Context: an optimization exercise on an open-source flow, tuned for small area. The choices shown serve that exercise and are no tape-out recipe. At most, simulation tests tie the RTL to the original design; equivalence was not proved. The RTL of run 2 was laid out without a check of its function. No activity file was given, so power comes from the tool's default toggle rates.

$ cat design.v
module rope_step_scheduler #(
   parameter int CORES          = 4,
   parameter int NODES_PER_CORE = 5,
   parameter int RELAX_PASSES   = 3,
   parameter int TIMEOUT        = 1023
) (
   input  logic                                        clk,
   input  logic                                        reset,
   input  logic                                        frame_start,
   input  logic [9:0]                                  in_mouse_x,
   input  logic [9:0]                                  in_mouse_y,
   input  logic [CORES-1:0]                            core_done,
   input  logic [CORES*NODES_PER_CORE*10-1:0]          nodes_x,
   input  logic [CORES*NODES_PER_CORE*10-1:0]          nodes_y,
   output logic                                        core_step,
   output logic                                        core_phase,
   output logic [31:0]                                 mouse_x,
   output logic [31:0]                                 mouse_y,
   input  logic [$clog2(CORES*NODES_PER_CORE)-1:0]     rd_idx,
   output logic [9:0]                                  rd_x,
   output logic [9:0]                                  rd_y,
   output logic                                        busy,
   output logic                                        frame_ready,
   output logic [7:0]                                  overrun_cnt,
   output logic                                        timeout_err
);
   localparam int N      = CORES * NODES_PER_CORE;
   localparam int IDX_W  = $clog2(N);
   localparam int TMR_W  = $clog2(TIMEOUT + 1);
   localparam int STEP_W = $clog2(RELAX_PASSES + 1);
   typedef enum logic [2:0] {
      S_IDLE, S_LATCH, S_ISSUE, S_WAIT, S_COPY, S_SWAP
   } state_t;
   state_t             state_q, state_d;
   logic [STEP_W-1:0]  step_q, step_d;
   logic [CORES-1:0]   done_seen_q, done_seen_d;
   logic [TMR_W-1:0]   timer_q, timer_d;
   logic               valid_q;
   logic [N-1:0][19:0] line_q;      
   logic [N-1:0][19:0] front_q;     
   logic [19:0]        line_in;
   logic [IDX_W-1:0]   cpy_idx;
   logic [19:0]        mouse_q;
   logic [19:0]        rd_q, rd_d;
   logic               frame_ready_q;
   logic [7:0]         overrun_cnt_q;
   logic               timeout_err_q;
   logic               all_done, wait_end, tmo;
   assign all_done = &(done_seen_q | core_done);
   assign wait_end = (state_q == S_WAIT) && all_done;
   assign tmo      = (state_q == S_WAIT) && !all_done && (timer_q == TMR_W'(1));
   assign cpy_idx = IDX_W'(TMR_W'(TIMEOUT) - timer_q);
   always_comb begin
      state_d = state_q;
      step_d  = step_q;
      case (state_q)
         S_IDLE:  if (frame_start) state_d = S_LATCH;
         S_LATCH: begin
            step_d  = '0;
            state_d = S_ISSUE;
         end
         S_ISSUE: state_d = S_WAIT;
         S_WAIT: begin
            if (all_done) begin
               if (step_q == STEP_W'(RELAX_PASSES)) begin
                  state_d = S_COPY;
               end else begin
                  step_d  = step_q + STEP_W'(1);
                  state_d = S_ISSUE;
               end
            end else if (timer_q == TMR_W'(1)) begin
               state_d = S_IDLE;
            end
         end
         S_COPY:  if (cpy_idx == IDX_W'(N - 1)) state_d = S_SWAP;
         S_SWAP:  state_d = S_IDLE;
         default: state_d = S_IDLE;
      endcase
   end
   assign done_seen_d = (state_q == S_ISSUE) ? '0 : (done_seen_q | core_done);
   assign timer_d     = ((state_q == S_WAIT && !all_done) || state_q == S_COPY)
                        ? timer_q - TMR_W'(1) : TMR_W'(TIMEOUT);
   assign line_in = {nodes_y[cpy_idx*10 +: 10], nodes_x[cpy_idx*10 +: 10]};
   always_comb begin
      rd_d = '0;
      if (valid_q && int'(rd_idx) < N)
         rd_d = front_q[rd_idx];
   end
   always_ff @(posedge clk or posedge reset) begin
      if (reset) begin
         state_q       <= S_IDLE;
         step_q        <= '0;
         valid_q       <= 1'b0;
         mouse_q       <= '0;
         rd_q          <= '0;
         frame_ready_q <= 1'b0;
         overrun_cnt_q <= '0;
         timeout_err_q <= 1'b0;
      end else begin
         state_q       <= state_d;
         step_q        <= step_d;
         if (state_q == S_SWAP)
            valid_q <= 1'b1;
         if (state_q == S_LATCH)
            mouse_q <= {in_mouse_y, in_mouse_x};
         rd_q          <= rd_d;
         frame_ready_q <= (state_q == S_SWAP);
         if (frame_start && (state_q != S_IDLE) && (overrun_cnt_q != 8'hFF))
            overrun_cnt_q <= overrun_cnt_q + 8'd1;
         if (tmo)
            timeout_err_q <= 1'b1;
      end
   end
   always_ff @(posedge clk) begin
      done_seen_q <= done_seen_d;
      timer_q     <= timer_d;
      line_q      <= {line_q[N-2:0], line_in};
      if (state_q == S_SWAP)
         for (int i = 0; i < N; i++)
            front_q[i] <= line_q[N-1-i];
   end
   assign core_step   = (state_q == S_ISSUE);
   assign core_phase  = (step_q != '0);
   assign mouse_x     = {10'b0, mouse_q[9:0], 12'b0};
   assign mouse_y     = {10'b0, mouse_q[19:10], 12'b0};
   assign rd_x        = rd_q[9:0];
   assign rd_y        = rd_q[19:10];
   assign busy        = (state_q != S_IDLE);
   assign frame_ready = frame_ready_q;
   assign overrun_cnt = overrun_cnt_q;
   assign timeout_err = timeout_err_q;
endmodule
$ cat run.sh
#!/bin/bash
# synth_recipe.tcl (not shown) runs the flow's synth.tcl, then flattens the netlist and writes it again
# the make line also repeats each setting of config.mk as NAME=value (left out here)
make -C /OpenROAD-flow-scripts/flow DESIGN_CONFIG=/design/flow/config.mk WORK_HOME=/design/flow/orfs CLKGATE_MAP_FILE= SYNTH_SCRIPT=/design/flow/synth_recipe.tcl finish
$ cat config.mk
export PLATFORM = sky130hd
export DESIGN_NAME = rope_step_scheduler
export DESIGN_NICKNAME = rope_step_scheduler
export VERILOG_FILES = /design/flow/design.v
export SDC_FILE = /design/flow/constraint.sdc
export NUM_CORES = 4
export LEC_CHECK = 0
export CAP_MARGIN = 20
export CORE_MARGIN = 2
export CORE_UTILIZATION = 30
export SETUP_SLACK_MARGIN = 0.3
export SLEW_MARGIN = 20
$ cat constraint.sdc
create_clock -name core_clock -period 7.0 [get_ports {clk}]
set_input_delay 1.4000 -clock core_clock [delete_from_list [all_inputs] [get_ports {clk}]]
set_output_delay 1.4000 -clock core_clock [all_outputs]
set_load 0.01 [all_outputs]
==> results by group, run 1 <==
Outcome
  • Status: timing/DRC/antenna clean

Detailed routing
  • Vias: 16200
  • Routed length per instance: 19.8 um
  • Drt pass-1 iters: 7
  • Vias per std cell: 4.54
  • ANT nets after route: 0
  • Initial drt markers: 1105
  • Residual DRC: 0
  • Total Wirelength: 70600 um

Clock tree
  • Clk Tree Root Cell: clkbuf_16
  • TritonCTS clock tree: built
  • CTS buffer count: 84
  • Worst-Skew Late Latency: 0.62 ns
  • H-tree Lvls: 3
  • Clk slew on worst S/H paths: 0.06 ns
  • CTS Sinks: 870
  • Clock buffer depth: 3
  • Post-CTS Setup Bufs: 0
  • CTS Hold Bufs: 0
  • Post-CTS Resized: 0

Die
  • Die height: 319 um
  • Row Count: 115
  • IO Pins: 529
  • CORE AREA: 98300 um2
  • Initial core utilization: 0.302
  • Die Area: 101000 um2
  • Die X: 319 um

Yosys
  • Share of the synthesized area in the top cell type: 0.405
  • Library cells used by synthesis: 54
  • Ys flop type: dfxtp_1
  • Largest area contributor in the netlist: edfxtp_1
  • Post-synthesis register bit count: 870
  • Synthesized cell area: 29700 um2
  • Ys async rst share: 0.0644
  • Post-synth EDFFs: 400
  • Sequential area share after synthesis: 0.731
  • Mapped Avg Cell Area: 17.3 um2
  • Yosys warning count: 1
  • Syn Inst Count: 1712
  • Synth area leaders: edfxtp_1 (40%), dfxtp_1 (28%), mux4_2 (8.7%), mux2i_1 (5.9%), dfrtp_1 (4.7%)

Finish
  • Post-layout nets: 2647
  • Final std cells w/o fill: 3572
  • Multi-input gate area: 7190 um2
  • Reg area: 21700 um2
  • Fillers: 8960
  • Design area: 38600 um2
  • Post-layout util: 0.393
  • Area grow syn2layout: 30.1%
  • Layout cells sized above 1: 0.146

Pwr
  • VDD IR max: 182 uV
  • Pleak: 14.5 nW
  • Power Density: 377 nW/um2
  • Total Power: 14.6 mW

Place
  • Placer Congestion: 0.876
  • Number of port buffers: 484
  • DP Worst Slack: 2.77 ns
  • DP Area: 35700 um2
  • DP HPWL: 50100 um
  • Cells after DPL: 3411

STA
  • Slew HR: 0.308
  • Final Hold Fails: 0
  • Minimum clock period: 3.78 ns
  • Max Slew Vio Count: 0
  • Worst Max-Slew Pin Slew: 1.04 ns
  • Worst hold-check slack: 0.334 ns
  • Finish-stage setup viols: 0
  • TNS Setup: 0 ns
  • Final worst slack: 3.22 ns
  • Fmax: 0.265 GHz
  • Clk_skew: 0.0144 ns
  • Tcrit/Tclk final: 0.539
  • RSZ-0062 raised after global routing: false

Global route
  • Maximum number of pins on one net before global-route repair: 166
  • Initial antenna violation count: 6
  • All-Layer GR Usage: 0.137
  • Vias in the first global route: 17500
  • First-pass GRT wire length: 106000 um
  • GR Overflow Total: 0

Setup path
  • WP data arrival: 2.38 ns
  • Worst Setup Start Kind: flip-flop
  • Crit. End Element: output pin
  • Critical-path maximum fanout: 6
  • Crit Path Class: reg2out
  • Critical Path RT: 5.60 ns

Job
  • Maxcap violations: 0

Min path
  • Type of the worst min-delay path: reg2reg
cell usage in the layout (no fill, tap or decap), types with 7 or more instances in the layout:
cell | netlist | layout
inv_1 | 31 | 30
o21ai_0 | 23 | 23
edfxtp_1 | 400 | 400
clkbuf_1 | 37 | 24
clkbuf_8 | 0 | 10
a221oi_1 | 7 | 7
nand2_1 | 40 | 40
clkdlybuf4s50_1 | 0 | 481
clkbuf_16 | 0 | 89
xnor2_1 | 7 | 7
clkinv_2 | 0 | 13
bufinv_16 | 0 | 10
mux4_2 | 114 | 114
a22oi_1 | 71 | 71
a222oi_1 | 19 | 19
mux2_2 | 41 | 41
conb_1 | 1 | 44
o21ai_1 | 7 | 7
dfrtp_1 | 56 | 56
buf_4 | 53 | 24
dfxtp_1 | 414 | 411
a21oi_1 | 38 | 38
xor2_1 | 7 | 7
o221ai_1 | 20 | 20
nand3_1 | 25 | 25
mux2i_1 | 175 | 175
nor2_1 | 25 | 22
cells by family after synthesis:
logic type      Yosys count  share of synthesized area
fa+ha+maj                 5                    0.00211
other cells               1                   0.000126
buf+inv                 170                     0.0330
xor+xnor                 14                    0.00413
mux                     330                      0.161
simple gates            126                     0.0212
compound gates          196                     0.0471
flops                   870                      0.731
layer usage:
layer,track usage,up-vias,wire length (um)
met3,0.0299,120,3890
met2,0.240,546,35600
met5,0,-,0
met1,0.165,8087,29000
met4,0.0534,0,2070
li1,-,7473,-
critical path: stages (launching register included):
cell and delay (ns):
dfrtp_1 0.42, inv_1 0.12, nor3_1 0.54, clkdlybuf4s50_1 0.68
power breakdown:
group	total, mW	switching, mW	internal (mW)
Combinational	2.07	0.947	1.12
Clock	4.65	1.83	2.82
Sequential	7.85	0.733	7.12
final timing paths:
| path | start | endpoint | slack (ns) | depth (start not counted) |
|---|---|---|---|---|
| min | line_q[373]$_DFF_P_ | line_q[393]$_DFF_P_ | 0.33 | 0 |
| max in group asynchronous | reset | rd_q[5]$_DFF_PP0_ | 5.10 | 3 |
| max reg2reg | timer_q[0]$_SDFF_PN1_ | line_q[1]$_DFF_P_ | 4.12 | 4 |
| min in group asynchronous | reset | frame_ready_q$_DFF_PP0_ | 1.33 | 3 |
| max | state_q[1]$_DFFE_PP0P_ | core_step | 3.22 | 3 |
| min reg2reg | line_q[373]$_DFF_P_ | line_q[393]$_DFF_P_ | 0.33 | 0 |
state kept, by name, indices dropped and copies added (netlist names), 2 cells and up:
name / count
done_seen_q: 4
front_q: 400
line_q: 400
mouse_q: 20
overrun_cnt_q: 8
rd_q: 20
state_q: 3
step_q: 2
timer_q: 10
final cells by class:
cell class                      count  share of cell area
Sequential cell                   870               0.562
Tap cell                         1287              0.0417
Inverter                           31             0.00301
Multi-Input combinational cell    715               0.186
Timing Repair Buffer              508               0.131
Antenna cell                        3            0.000194
Clock buffer                      123              0.0636
Clock inverter                     35              0.0121
synthesized netlist by cell type, drive strengths merged, types with 2 or more instances:
master  count
a21oi      38
a221oi      7
a222oi     19
a22oi      71
and2        2
buf       101
clkbuf     38
dfrtp      56
dfxtp     414
edfxtp    400
ha          5
inv        31
mux2       41
mux2i     175
mux4      114
nand2      40
nand2b      4
nand3      25
nor2       25
nor2b       9
nor3        8
nor4        2
o21ai      30
o221ai     20
o22ai       2
o31ai       2
o32ai       2
or3         2
or4         2
xnor2       7
xor2        7
==> run 2, diff against run 1 <==
--- a/design.v
+++ b/design.v
@@ -38,4 +38,7 @@
    logic               valid_q;
-   logic [N-1:0][19:0] line_q;      
-   logic [N-1:0][19:0] front_q;     
+   logic [1:0][N-1:0][19:0] ring_q;  
+   logic               front_q;     
+   logic [IDX_W-1:0]   ofs_q;       
+   logic [IDX_W:0]     rd_sum;
+   logic [IDX_W-1:0]   rd_pos;
    logic [19:0]        line_in;
@@ -82,8 +85,26 @@
                         ? timer_q - TMR_W'(1) : TMR_W'(TIMEOUT);
-   assign line_in = {nodes_y[cpy_idx*10 +: 10], nodes_x[cpy_idx*10 +: 10]};
+   assign rd_sum = rd_idx + ofs_q;
+   assign rd_pos = (rd_sum >= (IDX_W+1)'(N)) ? IDX_W'(rd_sum - (IDX_W+1)'(N)) : IDX_W'(rd_sum);
+   logic [N-1:0]      cpy_sel;
+   logic [1:0][N-1:0] rd_sel;
    always_comb begin
-      rd_d = '0;
-      if (valid_q && int'(rd_idx) < N)
-         rd_d = front_q[rd_idx];
+      for (int i = 0; i < N; i++) begin
+         cpy_sel[i]   = (cpy_idx == IDX_W'(i));
+         rd_sel[0][i] = valid_q && int'(rd_idx) < N && !front_q && (rd_pos == IDX_W'(i));
+         rd_sel[1][i] = valid_q && int'(rd_idx) < N &&  front_q && (rd_pos == IDX_W'(i));
+      end
    end
+   logic [N-1:0][19:0]   nodes_xy;
+   logic [2*N-1:0][19:0] ring_flat;
+   logic [2*N-1:0]       rd_sel_flat;
+   always_comb
+      for (int i = 0; i < N; i++) begin
+         nodes_xy[i]      = {nodes_y[i*10 +: 10], nodes_x[i*10 +: 10]};
+         ring_flat[i]     = ring_q[0][i];
+         ring_flat[N+i]   = ring_q[1][i];
+         rd_sel_flat[i]   = rd_sel[0][i];
+         rd_sel_flat[N+i] = rd_sel[1][i];
+      end
+   rope_sel_or #(.W(20), .K(N))   u_cpy_mux (.d(nodes_xy),  .sel(cpy_sel),     .y(line_in));
+   rope_sel_or #(.W(20), .K(2*N)) u_rd_mux  (.d(ring_flat), .sel(rd_sel_flat), .y(rd_d));
    always_ff @(posedge clk or posedge reset) begin
@@ -116,6 +137,13 @@
       timer_q     <= timer_d;
-      line_q      <= {line_q[N-2:0], line_in};
-      if (state_q == S_SWAP)
-         for (int i = 0; i < N; i++)
-            front_q[i] <= line_q[N-1-i];
+      for (int r = 0; r < 2; r++) begin
+         for (int j = 0; j < N - 1; j++)
+            ring_q[r][j] <= ring_q[r][j+1];
+         ring_q[r][N-1] <= (state_q == S_COPY && front_q != r[0]) ? line_in : ring_q[r][0];
+      end
+      if (state_q == S_SWAP) begin
+         front_q <= !front_q;
+         ofs_q   <= IDX_W'(N - 1);
+      end else begin
+         ofs_q   <= (ofs_q == '0) ? IDX_W'(N - 1) : ofs_q - IDX_W'(1);
+      end
    end
@@ -132 +160,15 @@
 endmodule
+module rope_sel_or #(
+   parameter int W = 20,
+   parameter int K = 20
+) (
+   input  logic [K-1:0][W-1:0] d,
+   input  logic [K-1:0]        sel,
+   output logic [W-1:0]        y
+);
+   always_comb begin
+      y = '0;
+      for (int i = 0; i < K; i++)
+         y = y | (d[i] & {W{sel[i]}});
+   end
+endmodule
--- a/config.mk
+++ b/config.mk
@@ -10,3 +10,5 @@
 export CORE_UTILIZATION = 30
+export CTS_BUF_LIST = sky130_fd_sc_hd__clkbuf_4
 export SETUP_SLACK_MARGIN = 0.3
 export SLEW_MARGIN = 20
+export SYNTH_HIERARCHICAL = 1
==> run 2 against run 1 <==
Clock skew increased by 0.036 ns. Core utilization is 0.45 points higher. Wire length up 73%. Hold slack worse by 0.022 ns. Maximum frequency is 26% lower. Non-clock buffer count increased by 39. Area after synthesis decreased by 8.5%. Global-route usage rose by 12 points. Sequential power fell by 34%. Count of clock-buffer cells in the layout up 183. Combinational power down 16%.
==> results by group, run 2 <==
Finish
  • Largest register FFs: 800
  • Top reg by flops: ring_q
  • Most common cell after layout, fill and taps aside: dfxtp_1
  • Area grow syn2layout: 31.5%
  • Biggest regs: ring_q (800), mouse_q (20), rd_q (20)
  • Layout cells sized above 1: 0.182 (+0.0360)
  • Post-layout nets: 3191 (+21%)
  • Fillers: 8727 (-2.6%)
  • Most frequent cells in the layout: dfxtp_1 (819), clkdlybuf4s50_1 (484), a22oi_1 (389), clkbuf_4 (307), nand4_1 (122)
  • Design area: 35700 um2 (-7.5%)

Yosys
  • Mapped Avg Cell Area: 12.8 um2 (-26%)
  • Share of the synthesized area in the top cell type: 0.604 (+0.199)
  • Yosys warning count: 9 (+8)
  • Post-synth top cells: dfxtp_1 (819), a22oi_1 (389), nand4_1 (122)
  • Most frequent cell after synthesis: dfxtp_1
  • Largest area contributor in the netlist: dfxtp_1
  • Ys flop type: dfxtp_1
  • Syn Inst Count: 2121 (+24%)
  • Library cells used by synthesis: 53 (-1.9%)
  • Post-synth EDFFs: 1 (-99.8%)
  • Synth area leaders: dfxtp_1 (60%), a22oi_1 (11%), dfrtp_1 (5.2%), a22o_1 (3.2%), a221oi_1 (3.0%)
  • Post-synthesis register bit count: 876 (+0.69%)
  • Ys async rst share: 0.0639 (-0.000441)
  • Synthesized cell area: 27100 um2 (-8.5%)
  • Sequential area share after synthesis: 0.657 (-0.0746)

STA
  • Slew HR: 0.152 (-0.156)
  • Max Slew Vio Count: 0 (unchanged)
  • Final worst slack: 1.90 ns (-1.32 ns)
  • Clk_skew: 0.0509 ns (+0.0365 ns)
  • RSZ-0062 raised after global routing: false
  • Fmax: 0.196 GHz (-26%)
  • Final Hold Fails: 0 (unchanged)
  • Minimum clock period: 5.10 ns (+1.32 ns)
  • TNS Setup: 0 ns (unchanged)
  • Finish-stage setup viols: 0 (unchanged)
  • Worst Max-Slew Pin Slew: 1.27 ns (+0.231 ns)
  • Tcrit/Tclk final: 0.728 (+0.189)

Detailed routing
  • Drt pass-1 iters: 8 (+1)
  • Routed length per instance: 29.7 um (+51%)
  • Vias: 22000 (+36%)
  • Initial drt markers: 2149 (+94%)
  • Vias per std cell: 5.38 (+19%)
  • ANT nets after route: 0 (unchanged)
  • Residual DRC: 0 (unchanged)
  • Total Wirelength: 122000 um (+73%)

Clock tree
  • TritonCTS clock tree: built
  • CTS Sinks: 876 (+0.69%)
  • CTS buffer count: 203 (+140%)
  • Clk Tree Root Cell: clkbuf_4
  • Clk slew on worst S/H paths: 0.08 ns (+0.02 ns)
  • CTS Hold Bufs: 0 (unchanged)
  • Post-CTS Setup Bufs: 0 (unchanged)
  • Worst-Skew Late Latency: 1.04 ns (+0.42 ns)
  • H-tree Lvls: 4 (+1)
  • Clock buffer depth: 3 (unchanged)
  • Post-CTS Resized: 0 (unchanged)

Place
  • DP HPWL: 82400 um (+65%)
  • DP Worst Slack: 0.940 ns (-1.83 ns)
  • Placer Congestion: 0.942 (+7.6%)
  • DP Area: 33000 um2 (-7.4%)
  • Number of port buffers: 484 (unchanged)

Setup path
  • Worst Setup Start Kind: input pin
  • Crit. End Element: flip-flop
  • Crit Path Class: in2reg
  • Critical Path RT: 7.89 ns (+2.29 ns)
  • Worst path top cell family by delay: buffers and inverters
  • Critical-path cell list: clkdlybuf4s50_1 > ha_1 > inv_1 > fa_1 > xnor2_1 > inv_1 > ha_1 > a21boi_0 > o211ai_2 > mux2i_2 > nor3_2 > buf_4 > a22oi_1 > nand4_1 > nor4_1 > nand4_1
  • CP max stage delay: 0.68 ns (about the same)
  • CP max-delay cell: mux2i_2
  • WP data arrival: 5.99 ns (+3.61 ns)
  • Worst Path Buf+Inv: 4 (+2)
  • Critical-path maximum fanout: 15 (+9)

Die
  • Die Area: 92900 um2 (-8.4%)
  • Die height: 305 um (-4.3%)
  • Initial core utilization: 0.302 (about the same)
  • Die X: 305 um (-4.3%)
  • Row Count: 110 (-4.3%)
  • IO Pins: 529 (unchanged)
  • CORE AREA: 89900 um2 (-8.5%)

Global route
  • All-Layer GR Usage: 0.254 (+0.117)
  • First-pass GRT wire length: 166000 um (+57%)
  • GR Overflow Total: 0 (unchanged)
  • Vias in the first global route: 22700 (+29%)
  • Maximum number of pins on one net before global-route repair: 57 (-66%)
  • Initial antenna violation count: 13 (+7)

Pwr
  • Power Density: 308 nW/um2 (-18%)
  • Total Power: 11.0 mW (-25%)
  • VDD IR max: 222 uV (+22%)
  • Pleak: 13.5 nW (-6.9%)

Min path
  • Type of the worst min-delay path: reg2reg

Job
  • Maxcap violations: 0 (unchanged)

Outcome
  • Status: timing/DRC/antenna clean
run 2: cells by family (layout without fill, tap and decap cells):
kind of cell,after synthesis,after routing,share of synthesized area
simple gates,327,327,0.0648
other cells,1,56,0.000138
buf+inv,191,933,0.0512
mux,68,68,0.0282
xor+xnor,20,20,0.00645
compound gates,620,620,0.184
flops,876,876,0.657
fa+ha+maj,18,18,0.00857
run 2: power breakdown:
| part | leakage (nW) | switching (mW) | total [mW] | internal [mW] |
|---|---|---|---|---|
| registers | 7.33 | 0.0866 | 5.19 | 5.10 |
| logic | 4.59 | 0.993 | 1.73 | 0.739 |
| clock network | 1.55 | 2.02 | 4.07 | 2.04 |
| total | 13.5 | 3.10 | 11.0 | 7.88 |
run 2: final cells by class:
cell class / instances / area [um2] / area share
antenna: 12 / 30.0 / 0.000841
clock buffer: 306 / 2300 / 0.0643
clock inverter: 64 / 309 / 0.00866
inverter: 16 / 60.1 / 0.00168
multi-input combinational: 1097 / 8370 / 0.234
sequential: 876 / 17800 / 0.499
tap: 1176 / 1470 / 0.0412
timing repair buffer: 547 / 5340 / 0.150
run 2: through the flow:
stage / hold WS [ns] / std cells / utilization
floorplan: 0.331 / 2164 / -
global placement: 0.331 / 3710 / 0.368
detailed placement: 0.337 / 3710 / 0.368
finish: 0.312 / 4094 / 0.397
CTS: 0.280 / 4080 / 0.397
global route: 0.300 / 4091 / 0.397
run 2: layer usage:
layer / global-route usage / vias up / part of all wire / routed length, um
li1: - / 9442 / - / -
met3: 0.0631 / 379 / 0.075 / 9160
met2: 0.424 / 1444 / 0.47 / 57800
met5: 0 / - / 0 / 0
met1: 0.261 / 10800 / 0.34 / 41900
met4: 0.238 / 0 / 0.11 / 12900
run 2: worst paths after layout:
check / slack (ns) / startpoint / endpoint / cells past startpoint
worst max-delay path: 1.90 / rd_idx[0] / rd_q[14]$_DFF_PP0_ / 16
worst min-delay path: 0.31 / ring_q[163]$_DFF_P_ / ring_q[143]$_DFF_P_ / 0
worst max register to register: 2.34 / ofs_q[0]$_SDFF_PP1_ / rd_q[14]$_DFF_PP0_ / 15
worst min register to register: 0.31 / ring_q[163]$_DFF_P_ / ring_q[143]$_DFF_P_ / 0
max in group asynchronous: 5.25 / reset / rd_q[3]$_DFF_PP0_ / 3
min in group asynchronous: 1.00 / reset / mouse_q[0]$_DFFE_PP0P_ / 3

## re-timing with driven ports
Ports are ideal in the flow. The routed layouts listed here were re-timed in OpenROAD. Step 1: set_driving_cell puts a clkbuf_16 on clk and a buf_2 on each other input, an assumption about the parent block. Step 2 also shifts input and output timing later by t, the mid clock arrival at the registers, as if the neighbouring blocks saw the same clock. Slacks: no drivers / after step 1 / after step 2; pairs: no drivers / after step 1.
| run | t (ns) | slack for setup (ns) | hold WS [ns] | worst register clock-pin slew, ns | worst slew at a driven data input, ns |
|---|---|---|---|---|---|
| run 1 | 0.674 | 3.225 / 3.164 / 2.790 | 0.334 / 0.334 / 0.334 | 0.06 / 0.06 | 0.13 |
| run 2 | 1.095 | 1.903 / 1.951 / 0.856 | 0.312 / 0.312 / 0.312 | 0.08 / 0.08 | 0.22 |
After both steps setup and hold are still met in every run listed. The setup slack of run 2, which loses most, moves by +0.048 ns with the drivers and by -1.047 ns with both steps.
